This design comes from an exercise in tuning for small area on the open sky130 flow, not from production work.
The RTL was checked by simulation tests, not by an equivalence proof against the original design.
Power and IR drop assume default switching activity.

[flow/config.mk]
export PLATFORM = sky130hd
export DESIGN_NAME = dcache
export DESIGN_NICKNAME = dcache
export VERILOG_FILES = /design/flow/design.v
export SDC_FILE = /design/flow/constraint.sdc
export NUM_CORES = 4
export LEC_CHECK = 0
export CAP_MARGIN = 20
export CORE_MARGIN = 2
export CORE_UTILIZATION = 40
export PLACE_DENSITY = 0.6
export SETUP_SLACK_MARGIN = 0.3
export SLEW_MARGIN = 20
[flow/constraint.sdc]
create_clock -name core_clock -period 12.0 [get_ports {CLK}]
set_input_delay 2.4000 -clock core_clock [delete_from_list [all_inputs] [get_ports {CLK}]]
set_output_delay 2.4000 -clock core_clock [all_outputs]
set_load 0.01 [all_outputs]
[flow/design.v]
package dcache_pkg;
  typedef logic [32-1:0] word_t;
  typedef struct packed {
    logic                     valid;
    logic                     dirty;
    logic [(32 - 3 - 3)-1:0] tag;
    word_t [2-1:0] data;
  } dcache_frame_t;
  typedef enum logic [3:0] {
    IDLE,
    INV_REQ,
    EVICT_WB1,
    EVICT_WB2,
    FILL1,
    FILL2,
    FILL_DONE,
    SNOOP_WB1,
    SNOOP_WB2,
    SNOOP_TRANS
  } dcache_state_t;
endpackage
`timescale 1ns/1ps
module dcache_frame_array (
  input  logic                       CLK,
  input  logic                       nRST,
  input  logic [3-1:0]   idx,
  input  logic [3-1:0]   snoop_idx,
  input  logic [(32 - 3 - 3)-1:0]   tag,
  input  logic [(32 - 3 - 3)-1:0]   snoop_tag,
  input  logic                       wen,
  input  logic                       wword,
  input  dcache_pkg::word_t          wdat,
  input  logic                       set_valid,
  input  logic                       clear_valid,
  input  logic                       set_dirty,
  input  logic                       clear_dirty,
  input  logic                       write_tag,
  output logic                       hit,
  output logic                       snoop_hit,
  output dcache_pkg::dcache_frame_t  frame,
  output dcache_pkg::dcache_frame_t  snoop_frame
);
  localparam int N_SETS = 2**3;
  logic [N_SETS-1:0]         valid;
  logic [N_SETS-1:0]         dirty;
  logic [(32 - 3 - 3)-1:0]  tags [N_SETS];
  logic [2-1:0][32-1:0] data_mem [N_SETS];
  always_ff @(posedge CLK, negedge nRST)
  begin
    if (!nRST)
    begin
      valid <= '0;
      dirty <= '0;
    end
    else
    begin
      if (set_valid)
        valid[idx] <= 1'b1;
      else if (clear_valid)
        valid[idx] <= 1'b0;
      if (set_dirty)
        dirty[idx] <= 1'b1;
      else if (clear_dirty)
        dirty[idx] <= 1'b0;
    end
  end
  always_ff @(posedge CLK)
  begin
    if (write_tag)
      tags[idx] <= tag;
    if (wen)
      data_mem[idx][wword] <= wdat;
  end
  always_comb
  begin
    frame.valid = valid[idx];
    frame.dirty = dirty[idx];
    frame.tag   = tags[idx];
    frame.data  = data_mem[idx];
  end
  always_comb
  begin
    snoop_frame.valid = valid[snoop_idx];
    snoop_frame.dirty = dirty[snoop_idx];
    snoop_frame.tag   = tags[snoop_idx];
    snoop_frame.data  = data_mem[snoop_idx];
  end
  assign hit       = frame.valid && (frame.tag == tag);
  assign snoop_hit = snoop_frame.valid && (snoop_frame.tag == snoop_tag);
endmodule
`timescale 1ns/1ps
module dcache_ctrl (
  input  logic                       CLK,
  input  logic                       nRST,
  input  logic                       dmem_ren, dmem_wen,
  input  dcache_pkg::word_t          dmem_addr, dmem_store,
  output logic                       dhit,
  output dcache_pkg::word_t          dmem_load,
  input  logic                       dwait,
  input  dcache_pkg::word_t          dload,
  output logic                       dren, dwen,
  output dcache_pkg::word_t          daddr, dstore,
  input  logic                       cc_grant,
  output logic                       cc_inv_req,
  output dcache_pkg::word_t          cc_addr,
  input  logic                       snoop_req, snoop_excl,
  input  dcache_pkg::word_t          snoop_addr,
  output logic                       snoop_ack,
  output logic [3-1:0]   idx, snoop_idx,
  output logic [(32 - 3 - 3)-1:0]   tag, snoop_tag,
  output logic                       wword,
  output dcache_pkg::word_t          wdat,
  output logic                       way0_wen, way1_wen,
  output logic                       way0_set_valid, way1_set_valid,
  output logic                       way0_clear_valid, way1_clear_valid,
  output logic                       way0_set_dirty, way1_set_dirty,
  output logic                       way0_clear_dirty, way1_clear_dirty,
  output logic                       way0_write_tag, way1_write_tag,
  input  logic                       way0_hit, way1_hit,
  input  logic                       way0_snoop_hit, way1_snoop_hit,
  input  dcache_pkg::dcache_frame_t  way0_frame, way1_frame,
  input  dcache_pkg::dcache_frame_t  way0_snoop_frame, way1_snoop_frame
);
  localparam int N_SETS = 2**3;
  dcache_pkg::dcache_state_t state;
  dcache_pkg::dcache_state_t nxt_state;
  logic [N_SETS-1:0] lru;
  logic lru_upd;
  logic victim_q, pick;
  logic hit_way, dem_any;
  logic snoop_way, snoop_any;
  logic [3-1:0] dm_idx;
  logic dm_word;
  dcache_pkg::dcache_frame_t hit_fr;
  dcache_pkg::dcache_frame_t pick_fr;
  dcache_pkg::dcache_frame_t vic_fr;
  dcache_pkg::dcache_frame_t snoop_fr;
  dcache_pkg::dcache_state_t miss_state;
  logic [1:0] wen_v, set_valid_v, clear_valid_v;
  logic [1:0] set_dirty_v, clear_dirty_v, write_tag_v;
  assign dm_idx    = dmem_addr[3+2:3];
  assign dm_word   = dmem_addr[2];
  assign tag       = dmem_addr[32-1:3+3];
  assign snoop_idx = snoop_addr[3+2:3];
  assign snoop_tag = snoop_addr[32-1:3+3];
  assign idx = (state == dcache_pkg::SNOOP_WB1 || state == dcache_pkg::SNOOP_WB2 ||
               state == dcache_pkg::SNOOP_TRANS) ? snoop_idx : dm_idx;
  assign dem_any   = way0_hit | way1_hit;
  assign hit_way   = way1_hit;
  assign hit_fr    = hit_way ? way1_frame : way0_frame;
  assign snoop_any = way0_snoop_hit | way1_snoop_hit;
  assign snoop_way = way1_snoop_hit;
  assign snoop_fr  = snoop_way ? way1_snoop_frame : way0_snoop_frame;
  always_comb
  begin
    if (!way0_frame.valid)
      pick = 1'b0;
    else if (!way1_frame.valid)
      pick = 1'b1;
    else
      pick = lru[dm_idx];
  end
  assign pick_fr    = pick ? way1_frame : way0_frame;
  assign vic_fr     = victim_q ? way1_frame : way0_frame;
  assign miss_state = pick_fr.dirty ? dcache_pkg::EVICT_WB1 : dcache_pkg::FILL1;
  assign dmem_load = hit_fr.data[dm_word];
  assign cc_addr   = {dmem_addr[32-1:3], 3'b000};
  assign way0_wen         = wen_v[0];
  assign way1_wen         = wen_v[1];
  assign way0_set_valid   = set_valid_v[0];
  assign way1_set_valid   = set_valid_v[1];
  assign way0_clear_valid = clear_valid_v[0];
  assign way1_clear_valid = clear_valid_v[1];
  assign way0_set_dirty   = set_dirty_v[0];
  assign way1_set_dirty   = set_dirty_v[1];
  assign way0_clear_dirty = clear_dirty_v[0];
  assign way1_clear_dirty = clear_dirty_v[1];
  assign way0_write_tag   = write_tag_v[0];
  assign way1_write_tag   = write_tag_v[1];
  always_ff @(posedge CLK, negedge nRST)
  begin
    if (!nRST)
    begin
      state    <= dcache_pkg::IDLE;
      lru      <= '0;
      victim_q <= 1'b0;
    end
    else
    begin
      state <= nxt_state;
      if (lru_upd)
        lru[dm_idx] <= ~hit_way;
      if (state == dcache_pkg::IDLE || state == dcache_pkg::INV_REQ)
        victim_q <= pick;
    end
  end
  always_comb
  begin
    nxt_state     = state;
    dhit          = 1'b0;
    dren          = 1'b0;
    dwen          = 1'b0;
    daddr         = '0;
    dstore        = '0;
    cc_inv_req    = 1'b0;
    snoop_ack     = 1'b0;
    lru_upd       = 1'b0;
    wword         = 1'b0;
    wdat          = '0;
    wen_v         = '0;
    set_valid_v   = '0;
    clear_valid_v = '0;
    set_dirty_v   = '0;
    clear_dirty_v = '0;
    write_tag_v   = '0;
    case (state)
      dcache_pkg::IDLE:
      begin
        if (snoop_req)
        begin
          if (snoop_any && snoop_fr.dirty)
            nxt_state = dcache_pkg::SNOOP_WB1;
          else
            nxt_state = dcache_pkg::SNOOP_TRANS;
        end
        else if (dmem_ren)
        begin
          if (dem_any)
          begin
            dhit    = 1'b1;
            lru_upd = 1'b1;
          end
          else
            nxt_state = miss_state;
        end
        else if (dmem_wen)
        begin
          if (dem_any && hit_fr.dirty)
          begin
            dhit           = 1'b1;
            lru_upd        = 1'b1;
            wen_v[hit_way] = 1'b1;
            wword          = dm_word;
            wdat           = dmem_store;
          end
          else
            nxt_state = dcache_pkg::INV_REQ;
        end
      end
      dcache_pkg::INV_REQ:
      begin
        cc_inv_req = 1'b1;
        if (cc_grant)
          nxt_state = dem_any ? dcache_pkg::FILL_DONE : miss_state;
      end
      dcache_pkg::EVICT_WB1, dcache_pkg::EVICT_WB2:
      begin
        dwen   = 1'b1;
        daddr  = {vic_fr.tag, dm_idx, (state == dcache_pkg::EVICT_WB2), 2'b00};
        dstore = vic_fr.data[state == dcache_pkg::EVICT_WB2];
        if (!dwait)
          nxt_state = (state == dcache_pkg::EVICT_WB1) ? dcache_pkg::EVICT_WB2 : dcache_pkg::FILL1;
      end
      dcache_pkg::FILL1:
      begin
        dren  = 1'b1;
        daddr = {tag, dm_idx, 1'b0, 2'b00};
        if (!dwait)
        begin
          wen_v[victim_q]         = 1'b1;
          wdat                    = dload;
          write_tag_v[victim_q]   = 1'b1;
          clear_valid_v[victim_q] = 1'b1;
          clear_dirty_v[victim_q] = 1'b1;
          nxt_state               = dcache_pkg::FILL2;
        end
      end
      dcache_pkg::FILL2:
      begin
        dren  = 1'b1;
        daddr = {tag, dm_idx, 1'b1, 2'b00};
        if (!dwait)
        begin
          wen_v[victim_q]       = 1'b1;
          wword                 = 1'b1;
          wdat                  = dload;
          set_valid_v[victim_q] = 1'b1;
          nxt_state             = dcache_pkg::FILL_DONE;
        end
      end
      dcache_pkg::FILL_DONE:
      begin
        dhit    = 1'b1;
        lru_upd = 1'b1;
        if (dmem_wen)
        begin
          wen_v[hit_way]       = 1'b1;
          wword                = dm_word;
          wdat                 = dmem_store;
          set_dirty_v[hit_way] = 1'b1;
        end
        nxt_state = dcache_pkg::IDLE;
      end
      dcache_pkg::SNOOP_WB1, dcache_pkg::SNOOP_WB2:
      begin
        dwen   = 1'b1;
        daddr  = {snoop_addr[32-1:3], (state == dcache_pkg::SNOOP_WB2), 2'b00};
        dstore = snoop_fr.data[state == dcache_pkg::SNOOP_WB2];
        if (!dwait)
          nxt_state = (state == dcache_pkg::SNOOP_WB1) ? dcache_pkg::SNOOP_WB2 : dcache_pkg::SNOOP_TRANS;
      end
      dcache_pkg::SNOOP_TRANS:
      begin
        snoop_ack = 1'b1;
        if (snoop_any)
        begin
          clear_dirty_v[snoop_way] = 1'b1;
          if (snoop_excl)
            clear_valid_v[snoop_way] = 1'b1;
        end
        nxt_state = dcache_pkg::IDLE;
      end
      default:
        nxt_state = dcache_pkg::IDLE;
    endcase
  end
endmodule
`timescale 1ns/1ps
module dcache (
  input  logic               CLK,
  input  logic               nRST,
  input  logic               dmem_ren,
  input  logic               dmem_wen,
  input  dcache_pkg::word_t  dmem_addr,
  input  dcache_pkg::word_t  dmem_store,
  output logic               dhit,
  output dcache_pkg::word_t  dmem_load,
  input  logic               dwait,
  input  dcache_pkg::word_t  dload,
  output logic               dren,
  output logic               dwen,
  output dcache_pkg::word_t  daddr,
  output dcache_pkg::word_t  dstore,
  input  logic               cc_grant,
  output logic               cc_inv_req,
  output dcache_pkg::word_t  cc_addr,
  input  logic               snoop_req,
  input  logic               snoop_excl,
  input  dcache_pkg::word_t  snoop_addr,
  output logic               snoop_ack
);
  logic [3-1:0] idx, snoop_idx;
  logic [(32 - 3 - 3)-1:0] tag, snoop_tag;
  logic wword;
  dcache_pkg::word_t wdat;
  logic way0_wen, way1_wen;
  logic way0_set_valid, way1_set_valid;
  logic way0_clear_valid, way1_clear_valid;
  logic way0_set_dirty, way1_set_dirty;
  logic way0_clear_dirty, way1_clear_dirty;
  logic way0_write_tag, way1_write_tag;
  logic way0_hit, way1_hit;
  logic way0_snoop_hit, way1_snoop_hit;
  dcache_pkg::dcache_frame_t way0_frame, way1_frame;
  dcache_pkg::dcache_frame_t way0_snoop_frame, way1_snoop_frame;
  dcache_ctrl u_ctrl (.*);
  dcache_frame_array u_way0 (
    .CLK         (CLK),
    .nRST        (nRST),
    .idx         (idx),
    .snoop_idx   (snoop_idx),
    .tag         (tag),
    .snoop_tag   (snoop_tag),
    .wen         (way0_wen),
    .wword       (wword),
    .wdat        (wdat),
    .set_valid   (way0_set_valid),
    .clear_valid (way0_clear_valid),
    .set_dirty   (way0_set_dirty),
    .clear_dirty (way0_clear_dirty),
    .write_tag   (way0_write_tag),
    .hit         (way0_hit),
    .snoop_hit   (way0_snoop_hit),
    .frame       (way0_frame),
    .snoop_frame (way0_snoop_frame)
  );
  dcache_frame_array u_way1 (
    .CLK         (CLK),
    .nRST        (nRST),
    .idx         (idx),
    .snoop_idx   (snoop_idx),
    .tag         (tag),
    .snoop_tag   (snoop_tag),
    .wen         (way1_wen),
    .wword       (wword),
    .wdat        (wdat),
    .set_valid   (way1_set_valid),
    .clear_valid (way1_clear_valid),
    .set_dirty   (way1_set_dirty),
    .clear_dirty (way1_clear_dirty),
    .write_tag   (way1_write_tag),
    .hit         (way1_hit),
    .snoop_hit   (way1_snoop_hit),
    .frame       (way1_frame),
    .snoop_frame (way1_snoop_frame)
  );
endmodule
[flow/run.sh]
#!/bin/bash
# synth_recipe.tcl (not shown) runs the flow's synth.tcl, then flattens the netlist and writes it again
# the make line also repeats each setting of config.mk as NAME=value (left out here)
make -C /OpenROAD-flow-scripts/flow DESIGN_CONFIG=/design/flow/config.mk WORK_HOME=/design/flow/orfs CLKGATE_MAP_FILE= SYNTH_SCRIPT=/design/flow/synth_recipe.tcl finish
==> results.txt <==
==> cell families (layout without fill, tap and decap cells) <==
group	after synthesis	in the layout	synth area share (%)
flip-flops	1485	1485	62.87
AO/OA/AOI/OAI	1150	1150	10.90
AND/OR/NAND/NOR	877	877	6.361
multiplexers	563	563	15.69
buffers and inverters	440	762	2.865
XOR/XNOR	94	94	1.167
adder cells (fa/ha/maj)	8	8	0.1418
other	1	11	0.005314
==> final cells by class <==
cell class / count / area (um2) / area share, %
flip-flops and latches: 1485 / 44370 / 54.29
repair buffers: 450 / 4476 / 5.476
diodes: 6 / 15.01 / 0.01837
multi-input cells: 2697 / 24650 / 30.16
clock buffers: 200 / 4248 / 5.197
clock inverters: 95 / 977.2 / 1.196
well taps: 2340 / 2928 / 3.582
inverters: 17 / 65.06 / 0.07961
==> final timing paths <==
path                                  from                     end  slack, ps  depth (start not counted)
setup / recovery              dmem_addr[4]                    dhit        660                         16
hold / removal               u_ctrl.lru[7]           u_ctrl.lru[7]        480                          1
setup reg to reg           u_ctrl.state[2]  u_way1.data_mem[3][35]       3310                         17
hold reg to reg              u_ctrl.lru[7]           u_ctrl.lru[7]        480                          1
max in group asynchronous             nRST         u_ctrl.victim_q       9900                          1
min in group asynchronous             nRST               async pin       1610                          1
==> per-stage QoR <==
stage               utilization [%]  setup WS [ps]  total power, mW
floorplan                         -           3084            9.584
CTS                           46.48          503.9            17.21
detailed placement            43.51          533.3            12.30
global route                  46.51          611.8            17.81
global placement              43.49          520.5            12.28
finish                        46.51          659.0            17.35
==> layout by cell type, fill, tap and decap left out, types with 26 or more instances in the layout <==
master / Yosys / routed
xnor2_1: 53 / 53
clkdlybuf4s50_1: 0 / 253
a21oi_1: 122 / 122
o21ai_0: 111 / 109
nor4_1: 88 / 88
nand3_1: 64 / 63
clkinv_1: 1 / 33
nand2_1: 176 / 167
a22oi_1: 76 / 76
nand4_1: 33 / 33
edfxtp_1: 1440 / 1440
clkbuf_16: 0 / 163
mux2i_1: 113 / 113
dfrtp_1: 45 / 44
a211oi_1: 59 / 59
a221o_1: 32 / 32
nor3_1: 59 / 42
mux4_2: 433 / 433
clkbuf_1: 250 / 34
nor2_4: 2 / 34
clkinv_2: 0 / 26
or4_1: 62 / 62
buf_12: 0 / 34
nor2_1: 252 / 226
o22ai_1: 543 / 543
buf_4: 58 / 159
xor2_1: 41 / 41
and3_1: 56 / 55
==> power breakdown <==
part	leakage [nW]	switching, mW	internal (mW)
clock	2.52	2.14	2.81
combinational	9.46	4.22	2.07
sequential	12.6	0.148	5.97
==> per-layer routing <==
metal  vias to the layer above  part of all wire [%]  track usage (%)
met4                         4                   5.5            13.93
li1                      19780                     -                -
met1                     25720                    37            36.98
met3                       649                    12            7.244
met5                         -                 0.010                0
met2                      4019                    45            42.91
==> state kept, by name, indices dropped and copies added (netlist names), named ones only <==
| signal | count |
|---|---|
| u_way0.tags | 208 |
| u_ctrl.state | 4 |
| u_ctrl.victim_q | 1 |
| u_way0.data_mem | 512 |
| u_way1.data_mem | 512 |
| u_ctrl.lru | 8 |
| u_way1.tags | 208 |
==> critical path: stages <==
cell,delay (ps)
clkdlybuf4s50_1,660
nor3_1,120
a311oi_2,540
and2_4,400
inv_2,320
buf_12,290
nand2_1,600
o221ai_1,260
a222oi_1,680
xor2_1,190
nor2_1,200
nand4_1,220
o41ai_4,610
nand2_1,110
o21ai_1,610
clkdlybuf4s50_1,670
==> impl_metrics.tcl <==
set metrics [dict create \
    first_global_vias 47780 \
    drv_cap 0 \
    fin_skew_ps 55.52 \
    clk_latency_ps 810 \
    antenna_found_initial 7 \
    start_util_pct 40.16 \
    cp_data_required_time_ps 9600 \
    worstSetupStartpointType "input port" \
    ys_ff_latch 1485 \
    slew-limit-headroom_pct 17.14 \
    final.setup.tns_ps 0 \
    cts.hold.buffers_added 0 \
    dieWidth_um 424.0 \
    crit_arrival_ps 8940 \
    routedWlPerCell_um 35.41 \
    synth_ff_type "edfxtp_1" \
    period_minus_slack_ps 11340 \
    cts_buffer_depth 3 \
    stdcell_count 7290 \
    io_buffers 258 \
    drv_slew 0 \
    path_clk_slew_ps 50 \
    ys_warn_count 2 \
    crit_type "input port to primary output" \
    timing.hold.ws_ps 484.7 \
    drive_above_1_share_pct 19.94 \
    syn-cell-area_mm2 0.07057 \
    hold_violations 0 \
    yosysMostFrequentCell "edfxtp_1" \
    row_count 154 \
    grt_overflow 0 \
    drtPass1Iterations 6 \
    setup_violations 0 \
    gp_congestion 0.9378 \
    synth.largest_area_cell "edfxtp_1" \
    grt_max_degree 134 \
    p_leak_nw 24.62 \
    cts_resized 0 \
    fin_area_mm2 0.08173 \
    vias 50180 \
    yosysTopAreaCellShare_pct 61.27 \
    drc 0 \
    clock_sinks 1485 \
    yosysSeqAreaShare_pct 62.87 \
    ant_nets 0 \
    p_per_area_mw_per_mm2 212.3 \
    grt.total_usage_pct 27.99 \
    status "no timing/DRC/antenna violations" \
    post-dp-hpwl_mm 153.9 \
    post_cts_buffers 0 \
    dieArea_mm2 0.1798 \
    synth-edff-count 1440 \
    synth_top_cells_by_count "edfxtp_1, o22ai_1, mux4_2" \
    drt_iter0_drc 7768 \
    period_share_pct 94.51 \
    peakVddDrop_uv 163.1 \
    cts_tree "built" \
    dp.cells 6988 \
    worst_pin_slew_ps 1239 \
    syn_inst 4618 \
    max_freq_mhz 88.18 \
    end_kind "primary output" \
    fill_cells 15110 \
    htree_num_levels 4 \
    numCtsBuffers 161 \
    dpl_cell_area_mm2 0.07646 \
    hold_path_class "flip-flop to flip-flop" \
    grt_pass1_wl_mm 358.7 \
    rsz0062_at_grt "no" \
    syn_avg_cell_area_um2 15.28 \
    yosys-top-cells-area "edfxtp_1, mux4_2, o22ai_1, mux2i_1, dfrtp_1" \
    core_mm2 0.1757 \
    cp_max_fo 27 \
    viasPerCell 6.883 \
    ys_types 94 \
    fin_nets 4956 \
    die_h_um 424.0 \
    ys_async_sr_fraction_pct 3.030 \
    ios 269 \
    clockRootBuffer "clkbuf_16" \
    area_growth_pct 15.81 \
    drt-total-wl_mm 258.1 \
]

[separate check: timing with driven ports]
No port has a modelled driver above. Below, the same layout with a new extraction and two added sets of constraints. Step 1 assumes that a clkbuf_16 drives the clock port and a buf_2 every other input. Step 2 also shifts input and output timing later by t, the mid clock arrival at the registers, as if the neighbouring blocks saw the same clock. Three values: ideal, step 1, step 2; two values: the first two.
t (ns): 0.879
slack for setup (ns): 0.659 / 0.519 / 0.519
hold WS [ns]: 0.485 / 0.485 / 0.485
worst setup path at the end: input to output
worst slew at a driven data input, ns: 0.20
After both steps setup and hold are still met in this run. The setup slack of this run moves by -0.140 ns with the drivers and by -0.140 ns with both steps.
